From an optimization exercise on the open Yosys and OpenROAD flow, aimed at a short achievable clock period and few clock cycles; shortcuts taken in it are not production practice. In this exercise RTL edits were held to simulation tests only and were not proved equivalent to the original. Power is estimated from default activity; no workload was simulated.

### flow/config.mk
export PLATFORM = sky130hd
export DESIGN_NAME = rv32i_core
export DESIGN_NICKNAME = rv32i_core
export VERILOG_FILES = /design/flow/design.v
export SDC_FILE = /design/flow/constraint.sdc
export NUM_CORES = 8
export LEC_CHECK = 0
export CAP_MARGIN = 40
export CELL_PAD_IN_SITES_DETAIL_PLACEMENT = 1
export CELL_PAD_IN_SITES_GLOBAL_PLACEMENT = 1
export CORE_MARGIN = 2
export CORE_UTILIZATION = 45
export PLACE_DENSITY = 0.62
export SLEW_MARGIN = 40
export SYNTH_HIERARCHICAL = 1
### flow/constraint.sdc
create_clock -name core_clock -period 13.0 [get_ports {clock}]
set_input_delay 2.6000 -clock core_clock [delete_from_list [all_inputs] [get_ports {clock}]]
set_output_delay 2.6000 -clock core_clock [all_outputs]
set_load 0.01 [all_outputs]
### flow/design.v
package rv_pkg;
   typedef logic [31:0] word_t;
   typedef logic [31:0] addr_t;
   typedef logic [4:0]  reg_index_t;
   typedef logic [6:0]  opcode_t;
   typedef struct packed {
      logic branch;
      logic jalr;
      logic jal;
      logic lui;
      logic auipc;
      logic reg_imm;
      logic reg_reg;
      logic load;
      logic store;
      logic fence;
   } op_class_t;
   typedef struct packed {
      op_class_t  op_class;
      reg_index_t rd;
      reg_index_t rs1;
      reg_index_t rs2;
      logic [2:0] funct3;
      logic       alt;
      word_t      imm;
      logic       legal;
   } decoded_t;
   typedef struct packed {
      addr_t      pc;
      reg_index_t rd;
      word_t      rd_value;
      logic       rd_write;
   } retire_t;
   typedef enum logic [1:0] {
      SEQ_FETCH,
      SEQ_DECODE,
      SEQ_EXECUTE,
      SEQ_HALT
   } seq_state_t;
endpackage
`timescale 1ns/1ns
module rv32i_core (
   input  logic        clock,
   input  logic        rst_n,
   output logic        wb_cyc,
   output logic        wb_stb,
   output logic [31:0] wb_adr,
   input  logic [31:0] wb_dat,
   input  logic        wb_ack,
   output logic        retire_valid,
   output logic [31:0] retire_pc,
   output logic [4:0]  retire_rd,
   output logic [31:0] retire_rd_value,
   output logic        retire_rd_write,
   output logic        halted
);
   localparam int BP_BITS = 6;
   localparam int BP_N    = 1 << BP_BITS;
   logic [31:0] fpc;         
   logic        fcyc;        
   logic        fdisc;       
   logic [31:0] fsaved;      
   logic        hpend;       
   logic        halt_q;
   logic [31:0] fpc_o;       
   logic        fcyc_o;
   logic        halt_o;
   logic [31:0] fpc_d;       
   logic        fcyc_d;
   logic        halt_d;
   logic        bp_v   [0:BP_N-1];
   logic [1:0]  bp_ctr [0:BP_N-1];
   logic        u_en;        
   logic [BP_BITS-1:0] u_idx;
   logic [1:0]  u_ctr;
   logic        lc_v;
   logic [4:0]  lc_reg;
   logic [31:0] lc_val;
   logic [31:0] rf   [1:31];
   logic [31:1] rf_v;
   logic        x_valid;
   logic [31:0] x_pc;
   logic [4:0]  x_rd;
   logic [31:1] x_rdoh;      
   logic        x_wr;        
   logic        x_ill;       
   logic        x_br;
   logic        x_jalr;
   logic        x_jrr;       
   logic        x_brv;       
   logic        x_addv;      
   logic        x_zsum;      
   logic        x_link;      
   logic [31:0] x_alt;       
   logic        x_hit;
   logic [1:0]  x_ctr;
   logic [31:0] x_a_rf;      
   logic [31:0] x_b_rf;
   logic [31:0] x_imm;
   logic        x_sa_p, x_sa_r;           
   logic        x_sb_i, x_sb_p, x_sb_r;   
   logic [31:0] x_prev;      
   logic        x_sub;
   logic        x_s_add, x_s_sll, x_s_slt, x_s_sltu, x_s_xor, x_s_sr, x_s_or, x_s_and;
   logic        x_s_pre;
   logic [31:0] x_pre;       
   logic        x_sra;
   logic        x_c_eq, x_c_lt, x_c_ltu, x_c_inv;
   logic        x_flip;      
   logic        r_valid;
   logic [31:0] r_pc;
   logic [4:0]  r_rd;
   logic [31:0] r_val;
   logic        r_wr;
   logic [31:0] x_result;
   logic [31:0] x_a, x_b;
   logic [31:0] jalr_tgt;
   logic        taken;
   logic        mis;
   logic        cmp_lt, cmp_ltu;
   logic        x_redirect;
   logic [31:0] x_target;
   logic        x_halt;
   logic [31:1] x_wroh;      
   rv_opmux i_opmux (.sa_p(x_sa_p), .sa_r(x_sa_r), .sb_i(x_sb_i), .sb_p(x_sb_p),
      .sb_r(x_sb_r), .prev(x_prev), .a_rf(x_a_rf), .b_rf(x_b_rf), .imm(x_imm),
      .a(x_a), .b(x_b));
   rv_alu i_alu (
      .a       (x_a),
      .b       (x_b),
      .sa      (x_a),
      .shl     (x_b[4:0]),
      .shr     (x_b[4:0]),
      .pre     (x_pre),
      .lt      (cmp_lt),
      .ltu     (cmp_ltu),
      .sub     (x_sub),
      .s_add   (x_s_add),
      .s_sll   (x_s_sll),
      .s_slt   (x_s_slt),
      .s_sltu  (x_s_sltu),
      .s_xor   (x_s_xor),
      .s_sr    (x_s_sr),
      .s_or    (x_s_or),
      .s_and   (x_s_and),
      .s_pre   (x_s_pre),
      .sra     (x_sra),
      .result  (x_result)
   );
   rv_cmp i_cmp (
      .a     (x_a),
      .b     (x_b),
      .c_eq  (x_c_eq),
      .c_lt  (x_c_lt),
      .c_ltu (x_c_ltu),
      .c_inv (x_c_inv),
      .flip  (x_flip),
      .lt    (cmp_lt),
      .ltu   (cmp_ltu),
      .taken (taken),
      .mis   (mis)
   );
   rv_jt i_jt (.a(x_a), .b(x_b), .tgt(jalr_tgt));
   rv_zsum i_zsum (.a(x_a), .b(x_b), .z(x_zsum));
   assign x_redirect = x_jrr | (x_brv & mis);
   assign x_target   = x_jalr ? jalr_tgt : x_alt;
   assign x_halt     = x_valid & x_ill;
   assign x_wroh     = {31{x_valid}} & x_rdoh;
   logic        ack;
   logic [31:0] ir;
   logic [6:0]  op;
   logic [2:0]  f3;
   logic [4:0]  rs1, rs2, rd;
   logic        alt;
   logic        is_lui, is_auipc, is_jal, is_jalr, is_br, is_opi, is_op, is_fence, legal;
   logic        is_alu, writes;
   logic [31:0] imm_i, imm_b, imm_j, imm_u;
   logic [31:0] fpc4;
   logic [18:0] hi13_p1, hi13_m1;    
   logic [10:0] hi21_p1, hi21_m1;    
   logic [31:0] tgt_b, tgt_j, tgt_u;
   logic        x_wr_rs1, jr_a, jr_b;
   logic [19:0] xp_p1, xp_m1, lc_p1, lc_m1;
   logic [31:0] tgt_ja_s, tgt_jb_s, tgt_ja, tgt_jb;
   logic [32*31-1:0] rf_flat;
   logic        byp_en, b_imm, sub_d, byp_a, byp_b;
   logic [31:0] a_d, b_d;
   logic [BP_BITS-1:0] f_idx;
   logic        f_hit;
   logic [1:0]  f_ctr;
   logic        f_dir;
   logic        br_same, br_zero, br_known;
   logic        f_take;
   logic [31:0] f_next;
   logic        kill;        
   logic        valid_d;     
   assign ack = fcyc & wb_ack;
   assign ir  = wb_dat;
   assign op  = ir[6:0];
   assign rd  = ir[11:7];
   assign f3  = ir[14:12];
   assign rs1 = ir[19:15];
   assign rs2 = ir[24:20];
   assign alt = (ir[31:25] == 7'b0100000);
   assign is_lui   = (op == 7'h37);
   assign is_auipc = (op == 7'h17);
   assign is_jal   = (op == 7'h6f);
   assign is_jalr  = (op == 7'h67);
   assign is_br    = (op == 7'h63);
   assign is_opi   = (op == 7'h13);
   assign is_op    = (op == 7'h33);
   assign is_fence = (op == 7'h0f);
   assign legal    = is_lui | is_auipc | is_jal | is_jalr | is_br | is_opi | is_op | is_fence;
   assign is_alu   = is_op | is_opi;
   assign writes   = is_lui | is_auipc | is_jal | is_jalr | is_alu;
   assign imm_i = {{20{ir[31]}}, ir[31:20]};
   assign imm_b = {{19{ir[31]}}, ir[31], ir[7], ir[30:25], ir[11:8], 1'b0};
   assign imm_j = {{11{ir[31]}}, ir[31], ir[19:12], ir[20], ir[30:21], 1'b0};
   assign imm_u = {ir[31:12], 12'd0};
   always_comb begin
      for (int i = 1; i < 32; i++) rf_flat[32*(i-1) +: 32] = rf[i];
   end
   assign byp_en   = x_valid & x_wr;
   assign b_imm    = is_opi | is_jalr;
   assign sub_d    = is_op & alt & (f3 == 3'b000);
   assign byp_a    = byp_en & (x_rd == rs1);
   assign byp_b    = byp_en & (x_rd == rs2);
   rv_rdmux #(.W(32)) i_rd_a (.rs(rs1), .v(rf_v), .rf_flat(rf_flat), .rd(a_d));
   rv_rdmux #(.W(32)) i_rd_b (.rs(rs2), .v(rf_v), .rf_flat(rf_flat), .rd(b_d));
   assign fpc4    = fpc + 32'd4;
   assign hi13_p1 = fpc[31:13] + 19'd1;
   assign hi13_m1 = fpc[31:13] - 19'd1;
   assign hi21_p1 = fpc[31:21] + 11'd1;
   assign hi21_m1 = fpc[31:21] - 11'd1;
   rv_tgt #(.LW(13), .L(4)) i_tgt_b (
      .pc_lo  (fpc[12:0]),
      .imm_lo (imm_b[12:0]),
      .neg    (ir[31]),
      .hi     (fpc[31:13]),
      .hi_p1  (hi13_p1),
      .hi_m1  (hi13_m1),
      .tgt    (tgt_b)
   );
   rv_tgt #(.LW(21), .L(5)) i_tgt_j (
      .pc_lo  (fpc[20:0]),
      .imm_lo (imm_j[20:0]),
      .neg    (ir[31]),
      .hi     (fpc[31:21]),
      .hi_p1  (hi21_p1),
      .hi_m1  (hi21_m1),
      .tgt    (tgt_j)
   );
   rv_addhi i_tgt_u (.a(fpc[31:12]), .b(ir[31:12]), .sum(tgt_u[31:12]));
   assign tgt_u[11:0] = fpc[11:0];
   assign x_wr_rs1 = x_valid & x_wr & (x_rd == rs1);
   assign jr_a     = x_wr_rs1 & x_s_pre;
   assign jr_b     = lc_v & (lc_reg == rs1) & ~x_wr_rs1;
   assign xp_p1    = x_pre[31:12] + 20'd1;
   assign xp_m1    = x_pre[31:12] - 20'd1;
   assign lc_p1    = lc_val[31:12] + 20'd1;
   assign lc_m1    = lc_val[31:12] - 20'd1;
   rv_tgt #(.LW(12), .L(4)) i_tgt_ja (
      .pc_lo  (x_pre[11:0]),
      .imm_lo (imm_i[11:0]),
      .neg    (ir[31]),
      .hi     (x_pre[31:12]),
      .hi_p1  (xp_p1),
      .hi_m1  (xp_m1),
      .tgt    (tgt_ja_s)
   );
   rv_tgt #(.LW(12), .L(4)) i_tgt_jb (
      .pc_lo  (lc_val[11:0]),
      .imm_lo (imm_i[11:0]),
      .neg    (ir[31]),
      .hi     (lc_val[31:12]),
      .hi_p1  (lc_p1),
      .hi_m1  (lc_m1),
      .tgt    (tgt_jb_s)
   );
   assign tgt_ja = {tgt_ja_s[31:1], 1'b0};
   assign tgt_jb = {tgt_jb_s[31:1], 1'b0};
   assign f_idx  = fpc[2 +: BP_BITS];
   assign f_hit  = bp_v[f_idx];
   assign f_ctr  = bp_ctr[f_idx];
   assign br_same = (rs1 == rs2);
   assign br_zero = (f3[2:1] == 2'b00) & (rs2 == 5'd0) & x_addv & (x_rd == rs1);
   assign br_known = br_same | br_zero;
   assign f_dir  = br_same ? ((f3 == 3'b000) | (f3 == 3'b101) | (f3 == 3'b111)) :
                   br_zero ? (x_zsum ^ f3[0]) :
                   f_hit ? f_ctr[1] : ir[31];
   assign f_take = is_jal | (is_br & f_dir) | (is_jalr & (jr_a | jr_b));
   assign f_next = !f_take ? fpc4 : is_jal ? tgt_j : tgt_b;
   assign kill    = x_halt | hpend | halt_q;
   assign valid_d = ack & ~fdisc & ~x_redirect & ~kill;
   assign wb_cyc = fcyc_o;
   assign wb_stb = fcyc_o;
   assign wb_adr = fpc_o;
   logic sel_f, sel_ja, sel_jb, sel_j, sel_b, sel_4, sel_x, sel_s, sel_h;
   logic [31:0] fpc_od;      
   logic [31:0] fpc_f;       
   assign sel_f = ack & ~fdisc;
   assign sel_ja = sel_f & is_jalr & jr_a;
   assign sel_jb = sel_f & is_jalr & jr_b;
   assign sel_j = sel_f & is_jal;
   assign sel_b = sel_f & is_br & f_dir;
   assign sel_4 = sel_f & ~f_take;
   assign sel_x = ack & x_redirect;
   assign sel_s = ack & fdisc;
   assign sel_h = ~ack;
   rv_fnext i_fnext (
      .sel   ({sel_ja, sel_jb, sel_j, sel_b, sel_4, sel_s, sel_h}),
      .tgt_ja(tgt_ja),
      .tgt_jb(tgt_jb),
      .tgt_j (tgt_j),
      .tgt_b (tgt_b),
      .fpc4  (fpc4),
      .saved (fsaved),
      .fpc   (fpc),
      .nxt   (fpc_f)
   );
   rv_fmux i_fmux   (.en(1'b1),  .redir(sel_x), .x_tgt(x_target), .f(fpc_f), .nxt(fpc_d));
   rv_fmux i_fmux_o (.en(rst_n), .redir(sel_x), .x_tgt(x_target), .f(fpc_f), .nxt(fpc_od));
   always_comb begin
      fcyc_d = fcyc;
      halt_d = halt_q;
      if ((x_halt || hpend) && !halt_q && (ack || !fcyc)) begin
         fcyc_d = 1'b0;
         halt_d = 1'b1;
      end
   end
   always_ff @(posedge clock or negedge rst_n) begin
      if (!rst_n) begin
         fpc     <= 32'd0;
         fcyc    <= 1'b1;
         fdisc   <= 1'b0;
         hpend   <= 1'b0;
         halt_q  <= 1'b0;
         x_valid <= 1'b0;
         x_jrr   <= 1'b0;
         x_brv   <= 1'b0;
      end else begin
         fpc    <= fpc_d;
         fcyc   <= fcyc_d;
         halt_q <= halt_d;
         if (ack)             fdisc <= 1'b0;
         else if (x_redirect) fdisc <= 1'b1;
         hpend   <= (x_halt || hpend) && !halt_d;
         x_valid <= valid_d;
         x_jrr   <= valid_d & is_jalr & ~(jr_a | jr_b);
         x_brv   <= valid_d & is_br & ~br_known;
      end
   end
   always_ff @(posedge clock) begin
      fpc_o   <= fpc_od;
      fcyc_o  <= rst_n ? fcyc_d : 1'b1;
      halt_o  <= rst_n & halt_d;
      r_valid <= rst_n & x_valid & ~x_ill;
   end
   always_ff @(posedge clock) begin
      if (!fdisc) fsaved <= x_target;
   end
   always_ff @(posedge clock) begin
      for (int i = 1; i < 32; i++) begin
         x_rdoh[i] <= (rd == 5'(i)) & writes;
      end
      x_pc      <= fpc;
      x_rd      <= rd;
      x_wr      <= writes & (rd != 5'd0);
      x_ill     <= ~legal;
      x_br      <= is_br;
      x_jalr    <= is_jalr;
      x_link    <= is_jal | is_jalr;
      x_alt     <= f_dir ? fpc4 : tgt_b;
      x_hit     <= f_hit;
      x_ctr     <= f_ctr;
      x_a_rf    <= a_d;
      x_b_rf    <= b_d;
      x_imm     <= imm_i;
      x_sa_p    <= byp_a;
      x_sa_r    <= ~byp_a;
      x_sb_i    <= b_imm;
      x_sb_p    <= ~b_imm & byp_b;
      x_sb_r    <= ~b_imm & ~byp_b;
      x_sub     <= sub_d;
      x_sra     <= alt;
      x_s_add   <= is_alu & (f3 == 3'b000);
      x_addv    <= valid_d & writes & (rd != 5'd0) & is_alu & (f3 == 3'b000) & ~sub_d;
      x_s_sll   <= is_alu & (f3 == 3'b001);
      x_s_slt   <= is_alu & (f3 == 3'b010);
      x_s_sltu  <= is_alu & (f3 == 3'b011);
      x_s_xor   <= is_alu & (f3 == 3'b100);
      x_s_sr    <= is_alu & (f3 == 3'b101);
      x_s_or    <= is_alu & (f3 == 3'b110);
      x_s_and   <= is_alu & (f3 == 3'b111);
      x_s_pre   <= is_lui | is_auipc | is_jal | is_jalr;
      x_pre     <= is_lui ? imm_u : is_auipc ? tgt_u : fpc4;
      x_c_eq    <= (f3[2:1] == 2'b00);
      x_c_lt    <= (f3[2:1] == 2'b10);
      x_c_ltu   <= (f3[2:1] == 2'b11);
      x_c_inv   <= f3[0] & (f3[2:1] != 2'b01);
      x_flip    <= (f3[0] & (f3[2:1] != 2'b01)) ^ (is_br & f_dir);
   end
   always_ff @(posedge clock) begin
      for (int i = 1; i < 32; i++) begin
         if (x_wroh[i]) rf[i] <= x_result;
      end
   end
   always_ff @(posedge clock or negedge rst_n) begin
      if (!rst_n) rf_v <= '0;
      else        rf_v <= rf_v | x_wroh;
   end
   always_ff @(posedge clock or negedge rst_n) begin
      if (!rst_n) begin
         lc_v <= 1'b0;
      end else if (x_valid && x_wr) begin
         if (x_link)                lc_v <= 1'b1;
         else if (x_rd == lc_reg)   lc_v <= 1'b0;
      end
   end
   always_ff @(posedge clock) begin
      if (x_valid && x_wr && x_link) begin
         lc_reg <= x_rd;
         lc_val <= x_pre;
      end
   end
   always_ff @(posedge clock or negedge rst_n) begin
      if (!rst_n) begin
         u_en <= 1'b0;
         for (int i = 0; i < BP_N; i++) bp_v[i] <= 1'b0;
      end else begin
         u_en <= x_valid & x_br & (taken | x_hit);
         if (u_en) bp_v[u_idx] <= 1'b1;
      end
   end
   always_ff @(posedge clock) begin
      u_idx <= x_pc[2 +: BP_BITS];
      if (!x_hit)
         u_ctr <= 2'b10;
      else if (taken)
         u_ctr <= (x_ctr == 2'b11) ? 2'b11 : x_ctr + 2'b01;
      else
         u_ctr <= (x_ctr == 2'b00) ? 2'b00 : x_ctr - 2'b01;
      if (u_en) bp_ctr[u_idx] <= u_ctr;
   end
   always_ff @(posedge clock) begin
      x_prev <= x_result & {32{x_valid & x_wr}};
   end
   always_ff @(posedge clock) begin
      r_pc  <= x_pc;
      r_rd  <= x_rd;
      r_val <= x_result;
      r_wr  <= x_wr;
   end
   assign retire_valid    = r_valid;
   assign retire_pc       = r_pc;
   assign retire_rd       = r_rd;
   assign retire_rd_value = r_val;
   assign retire_rd_write = r_wr;
   assign halted          = halt_o;
endmodule
module rv_rdmux #(
   parameter int W = 32
) (
   input  logic [4:0]        rs,
   input  logic [31:1]       v,
   input  logic [32*31-1:0]  rf_flat,
   output logic [W-1:0]      rd
);
   always_comb begin
      rd = {W{1'b0}};
      for (int i = 1; i < 32; i++) begin
         rd = rd | ({W{(rs == 5'(i)) & v[i]}} & rf_flat[32*(i-1) +: W]);
      end
   end
endmodule
module rv_opmux (
   input  logic        sa_p, sa_r,
   input  logic        sb_i, sb_p, sb_r,
   input  logic [31:0] prev,
   input  logic [31:0] a_rf,
   input  logic [31:0] b_rf,
   input  logic [31:0] imm,
   output logic [31:0] a,
   output logic [31:0] b
);
   assign a = ({32{sa_p}} & prev) | ({32{sa_r}} & a_rf);
   assign b = ({32{sb_i}} & imm) | ({32{sb_p}} & prev) | ({32{sb_r}} & b_rf);
endmodule
module rv_alu (
   input  logic [31:0] a,
   input  logic [31:0] b,
   input  logic [31:0] sa,
   input  logic [4:0]  shl,
   input  logic [4:0]  shr,
   input  logic [31:0] pre,
   input  logic        lt,
   input  logic        ltu,
   input  logic        sub,
   input  logic        s_add, s_sll, s_slt, s_sltu, s_xor, s_sr, s_or, s_and,
   input  logic        s_pre,
   input  logic        sra,
   output logic [31:0] result
);
   logic [31:0] add_b, add_out, other;
   logic [32:0] sum33;
   rv_xor #(.W(32)) i_inv (.a(b), .b({32{sub}}), .y(add_b));
   rv_ks #(.W(33), .L(6)) i_add (.a({a, sub}), .b({add_b, sub}), .sum(sum33), .cout());
   assign add_out = sum33[32:1];
   rv_other i_oth (.a(a), .b(b), .sa(sa), .shl(shl), .shr(shr), .pre(pre),
      .s_sll(s_sll), .s_xor(s_xor), .s_sr(s_sr), .s_or(s_or), .s_and(s_and),
      .s_pre(s_pre), .sra(sra), .other(other));
   rv_resfin i_fin (.add_out(add_out), .s_add(s_add), .lt(lt), .ltu(ltu), .s_slt(s_slt),
      .s_sltu(s_sltu), .other(other), .result(result));
endmodule
module rv_other (
   input  logic [31:0] a,
   input  logic [31:0] b,
   input  logic [31:0] sa,
   input  logic [4:0]  shl,
   input  logic [4:0]  shr,
   input  logic [31:0] pre,
   input  logic        s_sll, s_xor, s_sr, s_or, s_and, s_pre,
   input  logic        sra,
   output logic [31:0] other
);
   logic [31:0] sll_out, sr_out;
   logic [32:0] sr_wide;
   assign sll_out = sa << shl;
   assign sr_wide = $signed({sra & sa[31], sa}) >>> shr;
   assign sr_out  = sr_wide[31:0];
   assign other = ({32{s_sll}} & sll_out)
                | ({32{s_xor}} & (a ^ b))
                | ({32{s_sr}}  & sr_out)
                | ({32{s_or}}  & (a | b))
                | ({32{s_and}} & (a & b))
                | ({32{s_pre}} & pre);
endmodule
module rv_resfin (
   input  logic [31:0] add_out,
   input  logic        s_add,
   input  logic        lt,
   input  logic        ltu,
   input  logic        s_slt,
   input  logic        s_sltu,
   input  logic [31:0] other,
   output logic [31:0] result
);
   assign result = ({32{s_add}} & add_out) | {31'd0, (s_slt & lt) | (s_sltu & ltu)} | other;
endmodule
module rv_cmp (
   input  logic [31:0] a,
   input  logic [31:0] b,
   input  logic        c_eq, c_lt, c_ltu, c_inv,
   input  logic        flip,
   output logic        lt,
   output logic        ltu,
   output logic        taken,
   output logic        mis
);
   logic        eq, cond;
   logic [30:0] gb, eb, GL, EL;    
   rv_andn #(.W(31)) i_lt (.a(a[30:0]), .b(b[30:0]), .y(gb));
   rv_xnor #(.W(31)) i_eq (.a(a[30:0]), .b(b[30:0]), .y(eb));
   rv_pfxnet #(.W(31), .L(5)) i_net (.g(gb), .p(eb), .G(GL), .P(EL));
   assign eq   = EL[30] & (a[31] == b[31]);
   assign ltu  = (~a[31] & b[31]) | ((a[31] == b[31]) & GL[30]);
   assign lt   = (a[31] & ~b[31]) | ((a[31] == b[31]) & GL[30]);
   assign cond = (c_eq & eq) | (c_lt & lt) | (c_ltu & ltu);
   assign taken = cond ^ c_inv;
   assign mis   = cond ^ flip;
endmodule
module rv_addhi (
   input  logic [19:0] a,
   input  logic [19:0] b,
   output logic [19:0] sum
);
   rv_ks #(.W(20), .L(5)) i_add (.a(a), .b(b), .sum(sum), .cout());
endmodule
module rv_zsum (
   input  logic [31:0] a,
   input  logic [31:0] b,
   output logic        z
);
   logic [31:0] p, k;
   assign p = a ^ b;
   assign k = {a[30:0] | b[30:0], 1'b0};
   assign z = ~|(p ^ k);
endmodule
module rv_jt (
   input  logic [31:0] a,
   input  logic [31:0] b,
   output logic [31:0] tgt
);
   logic [31:0] sum;
   rv_ks #(.W(32), .L(5)) i_add (.a(a), .b(b), .sum(sum), .cout());
   assign tgt = {sum[31:1], 1'b0};
endmodule
module rv_fnext (
   input  logic [6:0]  sel,
   input  logic [31:0] tgt_ja,
   input  logic [31:0] tgt_jb,
   input  logic [31:0] tgt_j,
   input  logic [31:0] tgt_b,
   input  logic [31:0] fpc4,
   input  logic [31:0] saved,
   input  logic [31:0] fpc,
   output logic [31:0] nxt
);
   assign nxt = ({32{sel[6]}} & tgt_ja) | ({32{sel[5]}} & tgt_jb)
              | ({32{sel[4]}} & tgt_j) | ({32{sel[3]}} & tgt_b) | ({32{sel[2]}} & fpc4)
              | ({32{sel[1]}} & saved) | ({32{sel[0]}} & fpc);
endmodule
module rv_fmux (
   input  logic        en,
   input  logic        redir,
   input  logic [31:0] x_tgt,
   input  logic [31:0] f,
   output logic [31:0] nxt
);
   assign nxt = {32{en}} & (redir ? x_tgt : f);
endmodule
module rv_tgt #(
   parameter int LW = 13,
   parameter int L  = 4     
) (
   input  logic [LW-1:0]    pc_lo,
   input  logic [LW-1:0]    imm_lo,
   input  logic             neg,
   input  logic [31-LW:0]   hi,
   input  logic [31-LW:0]   hi_p1,
   input  logic [31-LW:0]   hi_m1,
   output logic [31:0]      tgt
);
   logic [LW-1:0] lo;
   logic          c;
   rv_ks #(.W(LW), .L(L)) i_add (.a(pc_lo), .b(imm_lo), .sum(lo), .cout(c));
   assign tgt[LW-1:0] = lo;
   assign tgt[31:LW]  = (neg == c) ? hi : c ? hi_p1 : hi_m1;
endmodule
module rv_and #(
   parameter int W = 32
) (
   input  logic [W-1:0] a,
   input  logic [W-1:0] b,
   output logic [W-1:0] y
);
   assign y = a & b;
endmodule
module rv_andn #(
   parameter int W = 32
) (
   input  logic [W-1:0] a,
   input  logic [W-1:0] b,
   output logic [W-1:0] y
);
   assign y = ~a & b;
endmodule
module rv_xor #(
   parameter int W = 32
) (
   input  logic [W-1:0] a,
   input  logic [W-1:0] b,
   output logic [W-1:0] y
);
   assign y = a ^ b;
endmodule
module rv_xnor #(
   parameter int W = 32
) (
   input  logic [W-1:0] a,
   input  logic [W-1:0] b,
   output logic [W-1:0] y
);
   assign y = ~(a ^ b);
endmodule
module rv_pfx #(
   parameter int W = 32,
   parameter int D = 1
) (
   input  logic [W-1:0] gi,
   input  logic [W-1:0] pi,
   output logic [W-1:0] go,
   output logic [W-1:0] po
);
   for (genvar i = 0; i < W; i++) begin : g_bit
      if (i >= D) begin : g_op
         assign go[i] = gi[i] | (pi[i] & gi[i-D]);
         assign po[i] = pi[i] & pi[i-D];
      end else begin : g_pass
         assign go[i] = gi[i];
         assign po[i] = pi[i];
      end
   end
endmodule
module rv_pfxnet #(
   parameter int W = 32,
   parameter int L = 5
) (
   input  logic [W-1:0] g,
   input  logic [W-1:0] p,
   output logic [W-1:0] G,
   output logic [W-1:0] P
);
   logic [W-1:0] gl [0:L];
   logic [W-1:0] pl [0:L];
   assign gl[0] = g;
   assign pl[0] = p;
   for (genvar l = 0; l < L; l++) begin : g_lvl
      rv_pfx #(.W(W), .D(1 << l)) i_lvl (.gi(gl[l]), .pi(pl[l]), .go(gl[l+1]), .po(pl[l+1]));
   end
   assign G = gl[L];
   assign P = pl[L];
endmodule
module rv_ks #(
   parameter int W = 32,
   parameter int L = 5      
) (
   input  logic [W-1:0] a,
   input  logic [W-1:0] b,
   output logic [W-1:0] sum,
   output logic         cout
);
   logic [W-1:0] g, p, G, P;
   rv_and #(.W(W)) i_g (.a(a), .b(b), .y(g));
   rv_xor #(.W(W)) i_p (.a(a), .b(b), .y(p));
   rv_pfxnet #(.W(W), .L(L)) i_net (.g(g), .p(p), .G(G), .P(P));
   rv_xor #(.W(W)) i_s (.a(p), .b({G[W-2:0], 1'b0}), .y(sum));
   assign cout = G[W-1];
endmodule
### flow/flow/run.sh
#!/bin/bash
# Layout with the standard flow (standard.sh), with these changes:
# - the resizer aims for far more setup slack than the 13 ns clock needs, so
#   that it works on every path (SETUP_SLACK_MARGIN), and may resize cells to
#   other footprints (MATCH_CELL_FOOTPRINT=0);
# - synthesis and the resizer also avoid the slow complex cells listed in
#   dont_use.txt (the platform's own don't-use cells are in that list too).
# Each tool's full output stays in orfs/logs; make's output goes to
# standard.log in the work folder.
set -euo pipefail
here=$(cd "$(dirname "$0")" && pwd)
bash standard.sh SETUP_SLACK_MARGIN=9.3 MATCH_CELL_FOOTPRINT=0 \
   "DONT_USE_CELLS=$(cat "$here/dont_use.txt")" finish > standard.log 2>&1
### flow/flow/dont_use.txt
sky130_fd_sc_hd__probe_p_8 sky130_fd_sc_hd__probec_p_8 sky130_fd_sc_hd__lpflow_bleeder_1 sky130_fd_sc_hd__lpflow_clkbufkapwr_1 sky130_fd_sc_hd__lpflow_clkbufkapwr_16 sky130_fd_sc_hd__lpflow_clkbufkapwr_2 sky130_fd_sc_hd__lpflow_clkbufkapwr_4 sky130_fd_sc_hd__lpflow_clkbufkapwr_8 sky130_fd_sc_hd__lpflow_clkinvkapwr_1 sky130_fd_sc_hd__lpflow_clkinvkapwr_16 sky130_fd_sc_hd__lpflow_clkinvkapwr_2 sky130_fd_sc_hd__lpflow_clkinvkapwr_4 sky130_fd_sc_hd__lpflow_clkinvkapwr_8 sky130_fd_sc_hd__lpflow_decapkapwr_12 sky130_fd_sc_hd__lpflow_decapkapwr_3 sky130_fd_sc_hd__lpflow_decapkapwr_4 sky130_fd_sc_hd__lpflow_decapkapwr_6 sky130_fd_sc_hd__lpflow_decapkapwr_8 sky130_fd_sc_hd__lpflow_inputiso0n_1 sky130_fd_sc_hd__lpflow_inputiso0p_1 sky130_fd_sc_hd__lpflow_inputiso1n_1 sky130_fd_sc_hd__lpflow_inputiso1p_1 sky130_fd_sc_hd__lpflow_inputisolatch_1 sky130_fd_sc_hd__lpflow_isobufsrc_1 sky130_fd_sc_hd__lpflow_isobufsrc_16 sky130_fd_sc_hd__lpflow_isobufsrc_2 sky130_fd_sc_hd__lpflow_isobufsrc_4 sky130_fd_sc_hd__lpflow_isobufsrc_8 sky130_fd_sc_hd__lpflow_isobufsrckapwr_16 sky130_fd_sc_hd__lpflow_lsbuf_lh_hl_isowell_tap_1 sky130_fd_sc_hd__lpflow_lsbuf_lh_hl_isowell_tap_2 sky130_fd_sc_hd__lpflow_lsbuf_lh_hl_isowell_tap_4 sky130_fd_sc_hd__lpflow_lsbuf_lh_isowell_4 sky130_fd_sc_hd__lpflow_lsbuf_lh_isowell_tap_1 sky130_fd_sc_hd__lpflow_lsbuf_lh_isowell_tap_2 sky130_fd_sc_hd__lpflow_lsbuf_lh_isowell_tap_4 sky130_fd_sc_hd__a2111o_1 sky130_fd_sc_hd__a2111o_2 sky130_fd_sc_hd__a2111o_4 sky130_fd_sc_hd__a2111oi_0 sky130_fd_sc_hd__a2111oi_1 sky130_fd_sc_hd__a2111oi_2 sky130_fd_sc_hd__a2111oi_4 sky130_fd_sc_hd__o2111a_1 sky130_fd_sc_hd__o2111a_2 sky130_fd_sc_hd__o2111a_4 sky130_fd_sc_hd__o2111ai_1 sky130_fd_sc_hd__o2111ai_2 sky130_fd_sc_hd__o2111ai_4 sky130_fd_sc_hd__a41o_1 sky130_fd_sc_hd__a41o_2 sky130_fd_sc_hd__a41o_4 sky130_fd_sc_hd__a41oi_1 sky130_fd_sc_hd__a41oi_2 sky130_fd_sc_hd__a41oi_4 sky130_fd_sc_hd__o41a_1 sky130_fd_sc_hd__o41a_2 sky130_fd_sc_hd__o41a_4 sky130_fd_sc_hd__o41ai_1 sky130_fd_sc_hd__o41ai_2 sky130_fd_sc_hd__o41ai_4 sky130_fd_sc_hd__nor4_1 sky130_fd_sc_hd__nor4_2 sky130_fd_sc_hd__nor4_4 sky130_fd_sc_hd__nor4b_1 sky130_fd_sc_hd__nor4b_2 sky130_fd_sc_hd__nor4b_4 sky130_fd_sc_hd__nor4bb_1 sky130_fd_sc_hd__nor4bb_2 sky130_fd_sc_hd__nor4bb_4 sky130_fd_sc_hd__or4_1 sky130_fd_sc_hd__or4_2 sky130_fd_sc_hd__or4_4 sky130_fd_sc_hd__or4b_1 sky130_fd_sc_hd__or4b_2 sky130_fd_sc_hd__or4b_4 sky130_fd_sc_hd__or4bb_1 sky130_fd_sc_hd__or4bb_2 sky130_fd_sc_hd__or4bb_4 sky130_fd_sc_hd__a222oi_1 sky130_fd_sc_hd__a311oi_1 sky130_fd_sc_hd__a311oi_2 sky130_fd_sc_hd__a311oi_4 sky130_fd_sc_hd__o311ai_0 sky130_fd_sc_hd__o311ai_1 sky130_fd_sc_hd__o311ai_2 sky130_fd_sc_hd__o311ai_4 sky130_fd_sc_hd__a21boi_0 sky130_fd_sc_hd__and2_0 sky130_fd_sc_hd__o21ai_0 sky130_fd_sc_hd__or2_0 sky130_fd_sc_hd__einvn_0 sky130_fd_sc_hd__xor3_1 sky130_fd_sc_hd__xor3_2 sky130_fd_sc_hd__xor3_4 sky130_fd_sc_hd__xnor3_1 sky130_fd_sc_hd__xnor3_2 sky130_fd_sc_hd__xnor3_4 sky130_fd_sc_hd__mux4_1 sky130_fd_sc_hd__mux4_2 sky130_fd_sc_hd__mux4_4
### flow/standard.sh
#!/bin/bash
# synth_recipe.tcl (not shown) runs the flow's synth.tcl, then flattens the netlist and writes it again
# the make line also repeats each setting of config.mk as NAME=value (left out here)
make -C /OpenROAD-flow-scripts/flow DESIGN_CONFIG=/design/flow/config.mk WORK_HOME=/design/flow/orfs CLKGATE_MAP_FILE= SYNTH_SCRIPT=/design/flow/synth_recipe.tcl "${@:-finish}"
==> results of run 1 <==
-- layer usage --
layer	vias up	track usage, %	wire length (µm)
li1	32700	-	-
met1	42700	56.9	187000
met2	7176	66.6	212000
met3	2525	17.2	70800
met4	56	32.7	48600
met5	-	1.72	1240
-- worst max-delay path: cells and delay by family --
| kind | cells | cell delay, ns |
|---|---|---|
| and+or+nand+nor | 8 | 1.46 |
| muxes | 1 | 0.16 |
| buffers and inverters | 5 | 1.07 |
-- layout make-up --
| class | instances | area, µm² | area share (%) |
|---|---|---|---|
| tap | 2788 | 3490 | 2.94 |
| sequential | 1702 | 46900 | 39.5 |
| clock inverter | 106 | 1250 | 1.05 |
| timing repair buffer | 1103 | 14400 | 12.1 |
| antenna | 35 | 87.6 | 0.0737 |
| clock buffer | 249 | 5230 | 4.40 |
| inverter | 162 | 619 | 0.521 |
| multi-input combinational | 5796 | 46800 | 39.4 |
-- path summary, 6_finish.rpt --
check / start / endpoint
max: wb_dat[5] / fpc_o[9]$_DFF_P_
min: x_pc[26]$_DFF_P_ / r_pc[26]$_DFF_P_
max reg2reg: fpc[4]$_DFF_PN0_ / fpc_o[29]$_DFF_P_
min reg2reg: x_pc[26]$_DFF_P_ / r_pc[26]$_DFF_P_
max in group asynchronous: rst_n / fpc[3]$_DFF_PN0_
min in group asynchronous: rst_n / rf_v[27]$_DFF_PN0_
-- per-stage QoR --
step                std cells  hold WS [ns]
floorplan                8339         0.310
global placement        10800         0.310
detailed placement      10800         0.313
CTS                     11700         0.299
global route            11900         0.310
finish                  11900         0.305
-- power breakdown --
group / switching (mW) / internal (mW) / total, mW
Clock: 2.51 / 3.17 / 5.68
Sequential: 0.0161 / 5.74 / 5.76
Combinational: 0.332 / 0.229 / 0.561
Total: 2.86 / 9.13 / 12.0
-- repair_timing --
action	in CTS	in global routing
buffers inserted	471	163
setup endpoints to repair	1435	1329
hold buffers	0	0
cloned	106	26
pin swaps	301	268
gates resized for setup	1402	424
==> run summary, run 1 <==
* Number of buffers created by CTS at 188
* Total power at 12.0 mW
* Synth-to-Final Area Change at 26.4%
* Tightest Pin Transition at 1.15 ns
* Final ANT Viol Nets at 0
* Hold Fails Final Rpt at 0
* DP HPWL at 273000 µm
* R2r setup slk at 8.53 ns
* # setup viols final at 0
* Slowest stage cell, crit path: or2_2
* Placer Congestion at 0.938
* Number of DRC markers in iteration 0 at 14500
* Final nets at 9097
* Global route total overflow at 0
* DR vias at 85100
* Worst vdd ir at 0.142 mV
* Avg Inst Size Synth at 11.3 µm²
* Static Leak at 48.3 nW
* First-pass GRT wire length at 678000 µm
* Worst setup EP type: register
* PwrDens at 101 nW/µm²
* Pin count of the biggest net entering global routing at 80
* Total GRT Usage at 46.2%
* Clock latency on the worst-skew pair at 0.93 ns
* CP arrival at 5.31 ns
* Die height at 461 µm
* Instance count of the mapped netlist at 8330
* Biggest register: rf
* Area of the core at 207000 µm²
* Crit path cell chain: buf_2 > buf_8 > nand2_1 > or2_2 > nor3_1 > buf_4 > nor3b_4 > nor2_4 > buf_12 > clkbuf_16 > nand2_2 > nand4_1 > mux2i_1 > nor2b_1
* Peak fanout along the critical path at 33
* Max FFs per register at 992
* Dpl ws at 6.29 ns
* Io pins at 141
* Min-Delay Path Depth at 0
* Port bufs at 140
* Biggest regs: rf x992, bp_ctr x128, bp_v x64
* Synthesized cell area at 94000 µm²
* HP Class: register to register
* Status: finished clean
* Skew final at 0.118 ns
* Yosys warns at 45
* Worst Path Required at 13.74 ns
* Kind of critical path: input pin to register
* Max-Cap Viols at 0
* Min Clock Period, post-route at 4.56 ns
* Via-to-Cell Ratio at 7.13
* Initial Util at 45.3%
* # rows at 167
* Final Instance Area at 119000 µm²
* Most frequent cells in the layout: edfxtp_1 (1189), a22oi_1 (785), a21o_1 (535)
* DRC violations left at 0
* Worst Setup Start Kind: input pin
* Max Transition Viols Final at 0
* Tcrit/Tclk final at 35.1%
* Initial antenna violation count at 65
* Layout cells sized above 1 at 28.1%
* F_max at 0.219 GHz
* Slew headroom at 23.1%
* Clock transition at path regs at 0.06 ns
* WL final at 519000 µm
* First-pass DRT Iterations at 9
* CP max stage delay at 0.36 ns
* Fillers at 20700
* Wire length per cell at 43.5 µm
* Vias in the first global route at 81800
* Worst setup margin at 8.44 ns
* Width of the die at 461 µm
* CTS H-tree depth at 4
* TritonCTS clock tree: done
* Fin util at 57.3%
* Root buf cell: clkbuf_16
* Placed cell area at 97400 µm²
* R2r worst-path depth at 16
* RSZ-0062 raised after global routing: yes
* CTS sink cnt at 1702
* Die ar. at 213000 µm²
* Clock buffer depth at 3
* Setup TNS at 0 ns
* Commonest non-fill, non-tap cell in the layout: edfxtp_1
Testbench counts, summed over its fixed seeds: cycles 83,745.
==> run 2: changes to the inputs <==
--- a/flow/design.v
+++ b/flow/design.v
@@ -60,9 +60,10 @@
    logic        fcyc;        
    logic        fdisc;       
    logic [31:0] fsaved;      
+   logic        redir_q;     
+   logic [31:0] tgt_q;       
    logic        hpend;       
    logic        halt_q;
-   logic [31:0] fpc_o;       
    logic        fcyc_o;
    logic        halt_o;
    logic [31:0] fpc_d;       
@@ -91,6 +92,9 @@
    logic        x_addv;      
    logic        x_zsum;      
    logic        x_link;      
+   logic        x_pred;      
+   logic [31:0] x_pc4;
+   logic [31:0] x_tgtb;      
    logic [31:0] x_alt;       
    logic        x_hit;
    logic [1:0]  x_ctr;
@@ -114,6 +118,7 @@
    logic        r_wr;
    logic [31:0] x_result;
    logic [31:0] x_a, x_b;
+   logic [31:0] x_ac, x_bc, x_aj, x_bj;
    logic [31:0] jalr_tgt;
    logic        taken;
    logic        mis;
@@ -125,6 +130,12 @@
    rv_opmux i_opmux (.sa_p(x_sa_p), .sa_r(x_sa_r), .sb_i(x_sb_i), .sb_p(x_sb_p),
       .sb_r(x_sb_r), .prev(x_prev), .a_rf(x_a_rf), .b_rf(x_b_rf), .imm(x_imm),
       .a(x_a), .b(x_b));
+   rv_opmux i_opmux_c (.sa_p(x_sa_p), .sa_r(x_sa_r), .sb_i(x_sb_i), .sb_p(x_sb_p),
+      .sb_r(x_sb_r), .prev(x_prev), .a_rf(x_a_rf), .b_rf(x_b_rf), .imm(x_imm),
+      .a(x_ac), .b(x_bc));
+   rv_opmux i_opmux_j (.sa_p(x_sa_p), .sa_r(x_sa_r), .sb_i(x_sb_i), .sb_p(x_sb_p),
+      .sb_r(x_sb_r), .prev(x_prev), .a_rf(x_a_rf), .b_rf(x_b_rf), .imm(x_imm),
+      .a(x_aj), .b(x_bj));
    rv_alu i_alu (
       .a       (x_a),
       .b       (x_b),
@@ -148,8 +159,8 @@
       .result  (x_result)
    );
    rv_cmp i_cmp (
-      .a     (x_a),
-      .b     (x_b),
+      .a     (x_ac),
+      .b     (x_bc),
       .c_eq  (x_c_eq),
       .c_lt  (x_c_lt),
       .c_ltu (x_c_ltu),
@@ -160,9 +171,10 @@
       .taken (taken),
       .mis   (mis)
    );
-   rv_jt i_jt (.a(x_a), .b(x_b), .tgt(jalr_tgt));
+   rv_jt i_jt (.a(x_aj), .b(x_bj), .tgt(jalr_tgt));
    rv_zsum i_zsum (.a(x_a), .b(x_b), .z(x_zsum));
    assign x_redirect = x_jrr | (x_brv & mis);
+   assign x_alt      = x_pred ? x_pc4 : x_tgtb;
    assign x_target   = x_jalr ? jalr_tgt : x_alt;
    assign x_halt     = x_valid & x_ill;
    assign x_wroh     = {31{x_valid}} & x_rdoh;
@@ -190,8 +202,6 @@
    logic [1:0]  f_ctr;
    logic        f_dir;
    logic        br_same, br_zero, br_known;
-   logic        f_take;
-   logic [31:0] f_next;
    logic        kill;        
    logic        valid_d;     
    assign ack = fcyc & wb_ack;
@@ -288,38 +298,32 @@
    assign f_dir  = br_same ? ((f3 == 3'b000) | (f3 == 3'b101) | (f3 == 3'b111)) :
                    br_zero ? (x_zsum ^ f3[0]) :
                    f_hit ? f_ctr[1] : ir[31];
-   assign f_take = is_jal | (is_br & f_dir) | (is_jalr & (jr_a | jr_b));
-   assign f_next = !f_take ? fpc4 : is_jal ? tgt_j : tgt_b;
    assign kill    = x_halt | hpend | halt_q;
-   assign valid_d = ack & ~fdisc & ~x_redirect & ~kill;
+   assign valid_d = ack & ~fdisc & ~x_redirect & ~redir_q & ~kill;
    assign wb_cyc = fcyc_o;
    assign wb_stb = fcyc_o;
-   assign wb_adr = fpc_o;
-   logic sel_f, sel_ja, sel_jb, sel_j, sel_b, sel_4, sel_x, sel_s, sel_h;
-   logic [31:0] fpc_od;      
-   logic [31:0] fpc_f;       
-   assign sel_f = ack & ~fdisc;
-   assign sel_ja = sel_f & is_jalr & jr_a;
-   assign sel_jb = sel_f & is_jalr & jr_b;
-   assign sel_j = sel_f & is_jal;
-   assign sel_b = sel_f & is_br & f_dir;
-   assign sel_4 = sel_f & ~f_take;
-   assign sel_x = ack & x_redirect;
-   assign sel_s = ack & fdisc;
-   assign sel_h = ~ack;
-   rv_fnext i_fnext (
-      .sel   ({sel_ja, sel_jb, sel_j, sel_b, sel_4, sel_s, sel_h}),
-      .tgt_ja(tgt_ja),
-      .tgt_jb(tgt_jb),
-      .tgt_j (tgt_j),
-      .tgt_b (tgt_b),
-      .fpc4  (fpc4),
-      .saved (fsaved),
-      .fpc   (fpc),
-      .nxt   (fpc_f)
-   );
-   rv_fmux i_fmux   (.en(1'b1),  .redir(sel_x), .x_tgt(x_target), .f(fpc_f), .nxt(fpc_d));
-   rv_fmux i_fmux_o (.en(rst_n), .redir(sel_x), .x_tgt(x_target), .f(fpc_f), .nxt(fpc_od));
+   assign wb_adr = fpc;
+   logic q_j, q_jr, q_br;
+   logic k_h, k_x, k_s, k_f;
+   logic [7:0] fsel;         
+   assign q_j  = ir[6] & ir[3];
+   assign q_jr = ir[6] & ~ir[3] & ir[2];
+   assign q_br = ir[6] & ~ir[2];
+   assign k_h = ~ack;
+   assign k_x = ack & redir_q;
+   assign k_s = ack & ~redir_q & fdisc;
+   assign k_f = ack & ~redir_q & ~fdisc;
+   assign fsel[7] = k_h;
+   assign fsel[6] = k_x;
+   assign fsel[5] = k_s;
+   assign fsel[4] = k_f & q_br & f_dir;
+   assign fsel[3] = k_f & ((q_br & ~f_dir) | ~ir[6] | (q_jr & ~jr_a & ~jr_b));
+   assign fsel[2] = k_f & q_jr & jr_a;
+   assign fsel[1] = k_f & q_jr & jr_b;
+   assign fsel[0] = k_f & q_j;
+   rv_fsel i_fsel (.sel(fsel & {8{rst_n}}), .fpc(fpc), .tgt_q(tgt_q), .saved(fsaved),
+      .tgt_b(tgt_b), .fpc4(fpc4), .tgt_ja(tgt_ja), .tgt_jb(tgt_jb), .tgt_j(tgt_j),
+      .nxt(fpc_d));
    always_comb begin
       fcyc_d = fcyc;
       halt_d = halt_q;
@@ -330,20 +334,20 @@
    end
    always_ff @(posedge clock or negedge rst_n) begin
       if (!rst_n) begin
-         fpc     <= 32'd0;
          fcyc    <= 1'b1;
          fdisc   <= 1'b0;
+         redir_q <= 1'b0;
          hpend   <= 1'b0;
          halt_q  <= 1'b0;
          x_valid <= 1'b0;
          x_jrr   <= 1'b0;
          x_brv   <= 1'b0;
       end else begin
-         fpc    <= fpc_d;
          fcyc   <= fcyc_d;
          halt_q <= halt_d;
-         if (ack)             fdisc <= 1'b0;
-         else if (x_redirect) fdisc <= 1'b1;
+         if (ack)          fdisc <= 1'b0;
+         else if (redir_q) fdisc <= 1'b1;
+         redir_q <= x_redirect;
          hpend   <= (x_halt || hpend) && !halt_d;
          x_valid <= valid_d;
          x_jrr   <= valid_d & is_jalr & ~(jr_a | jr_b);
@@ -351,13 +355,14 @@
       end
    end
    always_ff @(posedge clock) begin
-      fpc_o   <= fpc_od;
+      fpc     <= fpc_d;
       fcyc_o  <= rst_n ? fcyc_d : 1'b1;
       halt_o  <= rst_n & halt_d;
       r_valid <= rst_n & x_valid & ~x_ill;
    end
    always_ff @(posedge clock) begin
-      if (!fdisc) fsaved <= x_target;
+      tgt_q <= x_target;
+      if (!fdisc) fsaved <= tgt_q;
    end
    always_ff @(posedge clock) begin
       for (int i = 1; i < 32; i++) begin
@@ -370,7 +375,9 @@
       x_br      <= is_br;
       x_jalr    <= is_jalr;
       x_link    <= is_jal | is_jalr;
-      x_alt     <= f_dir ? fpc4 : tgt_b;
+      x_pred    <= f_dir;
+      x_pc4     <= fpc4;
+      x_tgtb    <= tgt_b;
       x_hit     <= f_hit;
       x_ctr     <= f_ctr;
       x_a_rf    <= a_d;
@@ -595,29 +602,21 @@
    rv_ks #(.W(32), .L(5)) i_add (.a(a), .b(b), .sum(sum), .cout());
    assign tgt = {sum[31:1], 1'b0};
 endmodule
-module rv_fnext (
-   input  logic [6:0]  sel,
+module rv_fsel (
+   input  logic [7:0]  sel,
+   input  logic [31:0] fpc,
+   input  logic [31:0] tgt_q,
+   input  logic [31:0] saved,
+   input  logic [31:0] tgt_b,
+   input  logic [31:0] fpc4,
    input  logic [31:0] tgt_ja,
    input  logic [31:0] tgt_jb,
    input  logic [31:0] tgt_j,
-   input  logic [31:0] tgt_b,
-   input  logic [31:0] fpc4,
-   input  logic [31:0] saved,
-   input  logic [31:0] fpc,
-   output logic [31:0] nxt
-);
-   assign nxt = ({32{sel[6]}} & tgt_ja) | ({32{sel[5]}} & tgt_jb)
-              | ({32{sel[4]}} & tgt_j) | ({32{sel[3]}} & tgt_b) | ({32{sel[2]}} & fpc4)
-              | ({32{sel[1]}} & saved) | ({32{sel[0]}} & fpc);
-endmodule
-module rv_fmux (
-   input  logic        en,
-   input  logic        redir,
-   input  logic [31:0] x_tgt,
-   input  logic [31:0] f,
    output logic [31:0] nxt
 );
-   assign nxt = {32{en}} & (redir ? x_tgt : f);
+   assign nxt = ({32{sel[7]}} & fpc) | ({32{sel[6]}} & tgt_q) | ({32{sel[5]}} & saved)
+              | ({32{sel[4]}} & tgt_b) | ({32{sel[3]}} & fpc4) | ({32{sel[2]}} & tgt_ja)
+              | ({32{sel[1]}} & tgt_jb) | ({32{sel[0]}} & tgt_j);
 endmodule
 module rv_tgt #(
    parameter int LW = 13,
==> run summary, run 2 <==
* Status: finished clean
* Int Pwr at 9.29 mW
* Synthesized cell area at 95200 µm²
* Clock transition at path regs at 0.06 ns
* Biggest regs: rf x992, bp_ctr x128, bp_v x64
* Min-delay src: x_pc[17]$_DFF_P_
* Wl on met1 at 185000 µm
* Root buf cell: clkbuf_16
* Most frequent cells in the layout: edfxtp_1 (1189), a22oi_1 (846), a21o_1 (543)
* Area of the core at 210000 µm²
* Setup TNS at 0 ns
* Placer Congestion at 0.971
* Via-to-Cell Ratio at 7.26
* Critical R2R Capture: fpc[0]$_DFF_P_
* Worst setup EP type: register
* CTS sink cnt at 1734
* Fillers at 20900
* Total GRT Usage at 48.5%
* Hold EP: r_pc[17]$_DFF_P_
* R2r worst-path depth at 16
* Yosys warns at 45
* Slowest stage cell, crit path: or3_4
* Met3 wire length at 73400 µm
* F_max at 0.227 GHz
* Max FFs per register at 992
* Avg Inst Size Synth at 11.1 µm²
* Static Leak at 48.6 nW
* Final nets at 9210
* Clock latency on the worst-skew pair at 0.93 ns
* Kind of critical path: input pin to register
* DP HPWL at 287000 µm
* Worst Setup Start Kind: input pin
* Initial antenna violation count at 52
* CP arrival at 5.20 ns
* Min-Delay Path Depth at 0
* PwrDens at 102 nW/µm²
* Tcrit/Tclk final at 33.9%
* Min Clock Period, post-route at 4.41 ns
* Crit path cell chain: buf_16 > buf_12 > buf_6 > buf_6 > nor3b_4 > buf_6 > buf_12 > and3_4 > a221oi_2 > nand4_1 > or3_4
* Total power at 12.2 mW
* Global route total overflow at 0
* Net Sw Frac at 23.7%
* Port bufs at 140
* R2r setup slk at 8.87 ns
* Synth-to-Final Area Change at 25.5%
* Io pins at 141
* CP max stage delay at 0.58 ns
* Clock power frac at 47.3%
* Comb pwr share at 4.5%
* Cell mode on critical path: buf_6
* Skew final at 0.0756 ns
* CTS H-tree depth at 4
* Pin count of the biggest net entering global routing at 68
* DR vias at 87800
* Hold Fails Final Rpt at 0
* Commonest non-fill, non-tap cell in the layout: edfxtp_1
* # setup viols final at 0
* First-pass DRT Iterations at 8
* Max-Cap Viols at 0
* Worst vdd ir at 0.152 mV
* RSZ-0062 raised after global routing: yes
* Number of buffers created by CTS at 191
* DRC violations left at 0
* TritonCTS clock tree: done
* Final ANT Viol Nets at 0
* Initial Util at 45.3%
* Seq pwr share at 48.1%
* Layout cells sized above 1 at 26.5%
* First-pass GRT wire length at 720000 µm
* WL final at 543000 µm
* Highest metal used: met5
* Width of the die at 464 µm
* WL met2 at 228000 µm
* # rows at 168
* HP Class: register to register
* Wire length per cell at 45.0 µm
* Number of DRC markers in iteration 0 at 14000
* Vias in the first global route at 85100
* Peak fanout along the critical path at 4
* Clock buffer depth at 3
* Sw power at 2.88 mW
* Max Transition Viols Final at 0
* Die height at 464 µm
* Die ar. at 215000 µm²
* Instance count of the mapped netlist at 8549
* Worst Path Required at 13.79 ns
* R2R Path Start: x_a_rf[17]$_DFF_P_
* Tightest Pin Transition at 1.04 ns
* Slew headroom at 30.9%
* Biggest register: rf
[run 2: cell types whose count changed in the layout (fill, tap and decap cells not counted), sizes merged, moves of 12 or more]
cell,before,now
a21oi,104,92
a22o,41,109
a22oi,989,1084
buf,1005,941
clkinv,81,66
dfrtp,135,104
dfxtp,377,440
diode,35,47
inv,165,183
mux2,128,69
nand2,382,510
nand3b,30,18
nor2b,154,84
o21ai,69,93
[run 2: power by group through the flow]
stage	Combinational, mW	Sequential [mW]	Clock [mW]
2_1_floorplan	0.210	5.98	0
3_3_place_gp	0.329	5.99	0
3_5_place_dp	0.333	5.99	0
4_1_cts	0.491	5.86	5.72
5_1_grt	0.558	5.86	5.95
6_report	0.552	5.86	5.76
[run 2: repair_timing]
action,CTS,global route
endpoints found under the setup margin,1381,1207
resized for setup,1458,342
hold buffers,0,0
buffers inserted,469,105
gates cloned,111,11
pin swaps,283,211
[run 2: critical path: cells and delay by family]
family,cells,cell delay (ns)
compound gates,1,0.30
buf+inv,6,0.75
simple gates,4,1.50
[run 2: area by class of cell]
type                            count  area [µm²]  share of cell area, %
Clock buffer                      262        5430                   4.55
Timing Repair Buffer             1031       13700                   11.5
Tap cell                         2805        3510                   2.94
Inverter                          173         653                  0.547
Antenna cell                       47         118                 0.0985
Multi-Input combinational cell   5935       47500                   39.8
Clock inverter                     97        1120                  0.940
Sequential cell                  1734       47300                   39.7
[run 2: worst max path at each step]
| stage | start | endpoint | slack (ns) |
|---|---|---|---|
| global route | wb_dat[24] | x_b_rf[4]$_DFF_P_ | 8.71 |
| finish | wb_dat[21] | x_b_rf[4]$_DFF_P_ | 8.59 |
| detailed placement | wb_dat[22] | fpc[25]$_DFF_P_ | 6.55 |
| global placement | wb_dat[14] | fpc[28]$_DFF_P_ | 6.53 |
| CTS | fpc[2]$_DFF_P_ | wb_adr[2] | 8.84 |
| floorplan | wb_dat[30] | fpc[22]$_DFF_P_ | 8.58 |
[run 2: routing by layer]
layer	up-vias	GRT usage, %
met5	-	2.79
met4	38	39.3
met3	2822	19.8
met2	7671	70.9
met1	43900	55.5
li1	33400	-
[run 2: per-stage QoR]
stage | util [%] | cells | hold slack (ns) | setup slack (ns) | instance area, µm²
floorplan | - | 8554 | 0.310 | 8.58 | 96700
global placement | 46.7 | 11000 | 0.310 | 6.53 | 98100
detailed placement | 46.9 | 11000 | 0.313 | 6.55 | 98500
CTS | 55.4 | 11900 | 0.327 | 8.84 | 116000
global route | 56.8 | 12000 | 0.324 | 8.71 | 119000
finish | 56.9 | 12100 | 0.322 | 8.59 | 119000
Testbench counts of run 2, summed over its fixed seeds: cycles 84,258.
==> run 3: changes to the inputs <==
==> flow/flow/run.sh (replaced) <==
#!/bin/bash
# Layout with the standard flow (standard.sh), with these changes:
# - the resizer aims for far more setup slack than the 13 ns clock needs, so
#   that it works on every path (SETUP_SLACK_MARGIN), and may resize cells to
#   other footprints (MATCH_CELL_FOOTPRINT=0);
# - global routing keeps more room free on met1 and met2 (fastroute.tcl),
#   which eases detailed routing;
# - synthesis and the resizer also avoid the slow complex cells listed in
#   dont_use.txt (the platform's own don't-use cells are in that list too).
# Each tool's full output stays in orfs/logs; make's output goes to
# standard.log in the work folder.
set -euo pipefail
here=$(cd "$(dirname "$0")" && pwd)
bash standard.sh SETUP_SLACK_MARGIN=9.3 MATCH_CELL_FOOTPRINT=0 FASTROUTE_TCL="$here/fastroute.tcl" \
   "DONT_USE_CELLS=$(cat "$here/dont_use.txt")" finish > standard.log 2>&1
==> flow/flow/fastroute.tcl (new file) <==
set_global_routing_layer_adjustment met1 0.45
set_global_routing_layer_adjustment met2 0.3
set_global_routing_layer_adjustment met3 0.15
set_global_routing_layer_adjustment met4 0.15
set_global_routing_layer_adjustment met5 0.15

set_routing_layers -clock $::env(MIN_CLK_ROUTING_LAYER)-$::env(MAX_ROUTING_LAYER)
set_routing_layers -signal $::env(MIN_ROUTING_LAYER)-$::env(MAX_ROUTING_LAYER)
==> run summary, run 3 <==
* First-pass DRT Iterations at 9
* Width of the die at 464 µm
* Port bufs at 140
* Hold_buf cts at 0
* Worst Setup Start Kind: register
* FF+latch area at 47400 µm²
* Initial antenna violation count at 76
* Global route total overflow at 0
* Fillers at 20800
* Peak fanout along the critical path at 2
* HP Class: register to register
* CP arrival at 1.68 ns
* Die ar. at 215000 µm²
* # setup viols final at 0
* Number of DRC markers in iteration 0 at 9064
* Io pins at 141
* F_max at 0.234 GHz
* Max-Cap Viols at 0
* Final Instance Area at 121000 µm²
* Pin count of the biggest net entering global routing at 65
* Tightest Pin Transition at 1.16 ns
* R2R Path Start: x_a_rf[12]$_DFF_P_
* R2r setup slk at 8.91 ns
* Min Clock Period, post-route at 4.28 ns
* Die height at 464 µm
* Final ANT Viol Nets at 0
* Commonest non-fill, non-tap cell in the layout: edfxtp_1
* Root buf cell: clkbuf_16
* Synthesized cell area at 95200 µm²
* Biggest regs: rf x992, bp_ctr x128, bp_v x64
* Setup crit end: wb_adr[6]
* Yosys warns at 45
* Fin cells at 12200
* Biggest register: rf
* Worst Path Required at 10.40 ns
* Clock transition at path regs at 0.07 ns
* Max FFs per register at 992
* Placer Congestion at 1.00
* Total power at 12.3 mW
* Avg Inst Size Synth at 11.1 µm²
* Total GRT Usage at 55.4%
* Placed cell area at 98500 µm²
* Hold Fails Final Rpt at 0
* Final nets at 9312
* Status: finished clean
* Kind of critical path: register to output port
* Instance count of the mapped netlist at 8549
* Worst setup path startpoint: fpc[6]$_DFF_P_
* Critical R2R Capture: fpc[14]$_DFF_P_
* Clock buffer depth at 3
* DP HPWL at 286000 µm
* First-pass GRT wire length at 715000 µm
* Static Leak at 49.5 nW
* Layout cells sized above 1 at 27.7%
* Worst setup EP type: output port
* Most frequent cells in the layout: edfxtp_1 (1189), a22oi_1 (868), a21o_1 (544)
* DR vias at 87900
* TritonCTS clock tree: done
* RSZ-0062 raised after global routing: yes
* Clock latency on the worst-skew pair at 0.97 ns
* CTS H-tree depth at 4
* Slew headroom at 22.7%
* Placed insts at 11000
* Tcrit/Tclk final at 32.9%
* Initial Util at 45.3%
* CTS sink cnt at 1734
* Area of the multi-input gates at 47900 µm²
* Worst vdd ir at 0.159 mV
* Skew final at 0.0979 ns
* Wire length per cell at 45.7 µm
* WL final at 560000 µm
* Area of the core at 210000 µm²
* DRC violations left at 0
* Number of buffers created by CTS at 192
* Via-to-Cell Ratio at 7.17
* PwrDens at 101 nW/µm²
* Vias in the first global route at 88500
* # rows at 168
* Synth-to-Final Area Change at 27.6%
* Setup TNS at 0 ns
* R2r worst-path depth at 16
* Max Transition Viols Final at 0
[run 3: cell count changes in the layout (fill, tap and decap cells not counted), moves of 15 or more]
cell / previous run / this run
diode_2: 47 / 105
xor2_1: 299 / 273
a22oi_2: 238 / 216
xor2_2: 61 / 82
clkbuf_16: 272 / 305
buf_4: 394 / 470
dfxtp_1: 352 / 337
a22oi_1: 846 / 868
buf_2: 44 / 28
clkbuf_8: 33 / 18
[run 3: what timing repair did]
| item | in CTS | in global routing |
|---|---|---|
| pin swaps | 219 | 294 |
| setup buffers | 403 | 217 |
| endpoints found under the setup margin | 1390 | 1296 |
| gates resized for setup | 1360 | 503 |
| cloned | 129 | 47 |
[run 3: cell type report]
class | instances | area share, %
Sequential cell | 1734 | 39.0
Multi-Input combinational cell | 5945 | 39.5
Antenna cell | 105 | 0.216
Clock inverter | 115 | 1.17
Clock buffer | 248 | 4.30
Timing Repair Buffer | 1122 | 12.4
Tap cell | 2805 | 2.89
Inverter | 173 | 0.544
[run 3: worst min-delay path by stage]
stage,cells after the start,end,startpoint,slack [ns]
after floorplan,0,r_pc[10]$_DFF_P_,x_pc[10]$_DFF_P_,0.31
after global placement,0,u_idx[1]$_DFF_P_,x_pc[3]$_DFF_P_,0.31
after detailed placement,0,r_pc[22]$_DFF_P_,x_pc[22]$_DFF_P_,0.31
after CTS,0,u_idx[2]$_DFF_P_,x_pc[4]$_DFF_P_,0.31
after global routing,0,u_idx[2]$_DFF_P_,x_pc[4]$_DFF_P_,0.31
final,0,u_idx[2]$_DFF_P_,x_pc[4]$_DFF_P_,0.29
[run 3: routing by layer]
| layer | track usage [%] | routed length [µm] | vias to the layer above |
|---|---|---|---|
| li1 | - | - | 33700 |
| met1 | 67.2 | 175000 | 42900 |
| met2 | 74.3 | 217000 | 7607 |
| met3 | 35.2 | 94900 | 3563 |
| met4 | 45.6 | 69500 | 125 |
| met5 | 6.42 | 3790 | - |
[run 3: power breakdown]
| group | switching [mW] | internal [mW] | leakage [nW] |
|---|---|---|---|
| registers | 0.0250 | 5.84 | 17.7 |
| clock network | 2.59 | 3.27 | 3.23 |
| logic | 0.332 | 0.238 | 28.6 |
| total | 2.95 | 9.35 | 49.5 |
[run 3: critical path, cell delays in order, from the launching register on]
cell,delay (ns)
dfxtp_4,0.37
buf_12,0.14
buf_16,0.13
buf_6,0.11
[run 3: metrics by stage]
| step | worst slack [ns] | utilization [%] | hold slack, ns |
|---|---|---|---|
| floorplan | 8.58 | - | 0.310 |
| global placement | 6.65 | 46.7 | 0.310 |
| detailed placement | 6.81 | 46.9 | 0.313 |
| CTS | 8.71 | 55.0 | 0.312 |
| global route | 8.67 | 57.8 | 0.312 |
| finish | 8.72 | 57.8 | 0.294 |
==> run 4: changes to the inputs <==
--- a/flow/config.mk
+++ b/flow/config.mk
@@ -9,7 +9,7 @@
 export CELL_PAD_IN_SITES_DETAIL_PLACEMENT = 1
 export CELL_PAD_IN_SITES_GLOBAL_PLACEMENT = 1
 export CORE_MARGIN = 2
-export CORE_UTILIZATION = 45
-export PLACE_DENSITY = 0.62
+export CORE_UTILIZATION = 50
+export PLACE_DENSITY = 0.66
 export SLEW_MARGIN = 40
 export SYNTH_HIERARCHICAL = 1
==> run summary, run 4 <==
* Status: finished clean
* Initial antenna violation count at 83
* Avg Inst Size Synth at 11.1 µm²
* Layout cells sized above 1 at 25.1%
* Static Leak at 48.2 nW
* Max-Cap Viols at 0
* Worst Path Required at 13.74 ns
* Worst vdd ir at 0.140 mV
* Fin util at 62.1%
* Worst Setup Start Kind: input pin
* Worst setup EP type: register
* DR vias at 89600
* Hold_buf cts at 0
* Pin count of the biggest net entering global routing at 65
* Biggest register: rf
* Io pins at 141
* Kind of critical path: input pin to register
* CP max stage delay at 0.84 ns
* Number of buffers created by CTS at 183
* Synth-to-Final Area Change at 23.7%
* Commonest non-fill, non-tap cell in the layout: edfxtp_1
* F_max at 0.208 GHz
* Clock latency on the worst-skew pair at 0.95 ns
* First-pass GRT wire length at 714000 µm
* R2r worst-path depth at 17
* Synthesized cell area at 95200 µm²
* Hold Fails Final Rpt at 0
* Cell mode on critical path: buf_12
* First-pass DRT Iterations at 14
* Die ar. at 194000 µm²
* # setup viols final at 0
* Most frequent cells in the layout: edfxtp_1 (1189), a22oi_1 (910), a21o_1 (546)
* DRC violations left at 0
* Tcrit/Tclk final at 37.1%
* Max Transition Viols Final at 0
* Port bufs at 140
* TritonCTS clock tree: done
* Total power at 12.0 mW
* Final nets at 9154
* Clock transition at path regs at 0.06 ns
* Area of the core at 190000 µm²
* Crit path cell chain: buf_2 > buf_12 > nor3b_4 > buf_12 > and3_4 > a221oi_4 > nand4_1 > or3_1
* Root buf cell: clkbuf_16
* Min-Delay Path Depth at 0
* Setup TNS at 0 ns
* Initial Util at 50.2%
* Min Clock Period, post-route at 4.82 ns
* Clock buffer depth at 3
* Skew final at 0.100 ns
* Vias in the first global route at 90700
* Final ANT Viol Nets at 0
* CTS sink cnt at 1734
* Peak fanout along the critical path at 30
* Critical Path Stages at 8
* Max FFs per register at 992
* Global route total overflow at 0
* RSZ-0062 raised after global routing: yes
* Slew headroom at 27.3%
* Number of DRC markers in iteration 0 at 10400
* Instance count of the mapped netlist at 8549
* Tightest Pin Transition at 1.09 ns
* HP Class: register to register
* Biggest regs: rf x992, bp_ctr x128, bp_v x64
* Slowest stage cell, crit path: nand4_1
* Die height at 440 µm
* Total GRT Usage at 61.7%
* # rows at 160
* PwrDens at 102 nW/µm²
* Yosys warns at 45
* WL final at 549000 µm
* WP buf/inv at 3
* CP top delay family: simple AND/OR/NAND/NOR gates
* Placer Congestion at 1.01
* CP arrival at 5.55 ns
* Wire length per cell at 46.5 µm
* Via-to-Cell Ratio at 7.59
* DP HPWL at 273000 µm
* Fillers at 18600
* CTS H-tree depth at 4
* Width of the die at 440 µm
[run 4: final timing paths]
kind	from	endpoint	slack, ns
min in group asynchronous	rst_n	rf_v[10]$_DFF_PN0_	1.55
hold / removal	x_pc[15]$_DFF_P_	r_pc[15]$_DFF_P_	0.32
hold reg to reg	x_pc[15]$_DFF_P_	r_pc[15]$_DFF_P_	0.32
setup reg to reg	x_a_rf[13]$_DFF_P_	fpc[8]$_DFF_P_	8.86
max in group asynchronous	rst_n	bp_v[35]$_DFFE_PN0P_	9.84
setup / recovery	wb_dat[16]	x_a_rf[4]$_DFF_P_	8.18
[run 4: cell type report]
| cell class | instances | area [µm²] | share of cell area (%) |
|---|---|---|---|
| well taps | 2511 | 3140 | 2.67 |
| repair buffers | 978 | 13000 | 11.1 |
| clock buffers | 257 | 5240 | 4.46 |
| flip-flops and latches | 1734 | 47400 | 40.2 |
| diodes | 124 | 310 | 0.264 |
| clock inverters | 88 | 1040 | 0.888 |
| inverters | 173 | 653 | 0.555 |
| multi-input cells | 5940 | 46900 | 39.8 |
[run 4: stage by stage]
| step | cell area [µm²] | setup slack (ns) | instances | hold WS [ns] |
|---|---|---|---|---|
| after global routing | 118000 | 8.36 | 11800 | 0.321 |
| after global placement | 97700 | 6.99 | 10700 | 0.310 |
| after detailed placement | 98100 | 6.90 | 10700 | 0.313 |
| final | 118000 | 8.18 | 11800 | 0.323 |
| after CTS | 114000 | 8.85 | 11500 | 0.324 |
| after floorplan | 96700 | 8.58 | 8554 | 0.310 |
[run 4: worst reg2reg max path, stage by stage (launching register included)]
cell	delay (ns)
dfxtp_2	0.70
a22o_1	0.23
buf_4	0.33
inv_1	0.10
ha_1	0.34
xor2_1	0.17
nand3_1	0.09
nor3_1	0.18
and4_2	0.44
mux2_4	0.24
mux2i_4	0.07
nand2_2	0.14
and3_1	0.23
a21oi_4	0.08
buf_12	0.14
clkbuf_16	0.19
a22oi_2	0.18
nand4_1	0.10
[run 4: what timing repair did]
item                                    in CTS  in global routing
setup buffers                              375                133
pin swaps                                  221                207
endpoints found under the setup margin    1388               1199
resized for setup                         1315                338
gates cloned                               116                 18
[run 4: where the power goes]
part           total (mW)  switching [mW]  internal, mW
registers            5.86          0.0222          5.84
clock network        5.63            2.50          3.12
logic               0.527           0.322         0.205
[run 4: metal layers]
metal | GRT usage, % | up-vias | part of all wire, %
met2 | 78.9 | 8944 | 38
met5 | 22.5 | - | 1.0
met3 | 44.6 | 4188 | 18
met4 | 54.3 | 130 | 13
met1 | 69.6 | 43000 | 30
li1 | - | 33400 | -
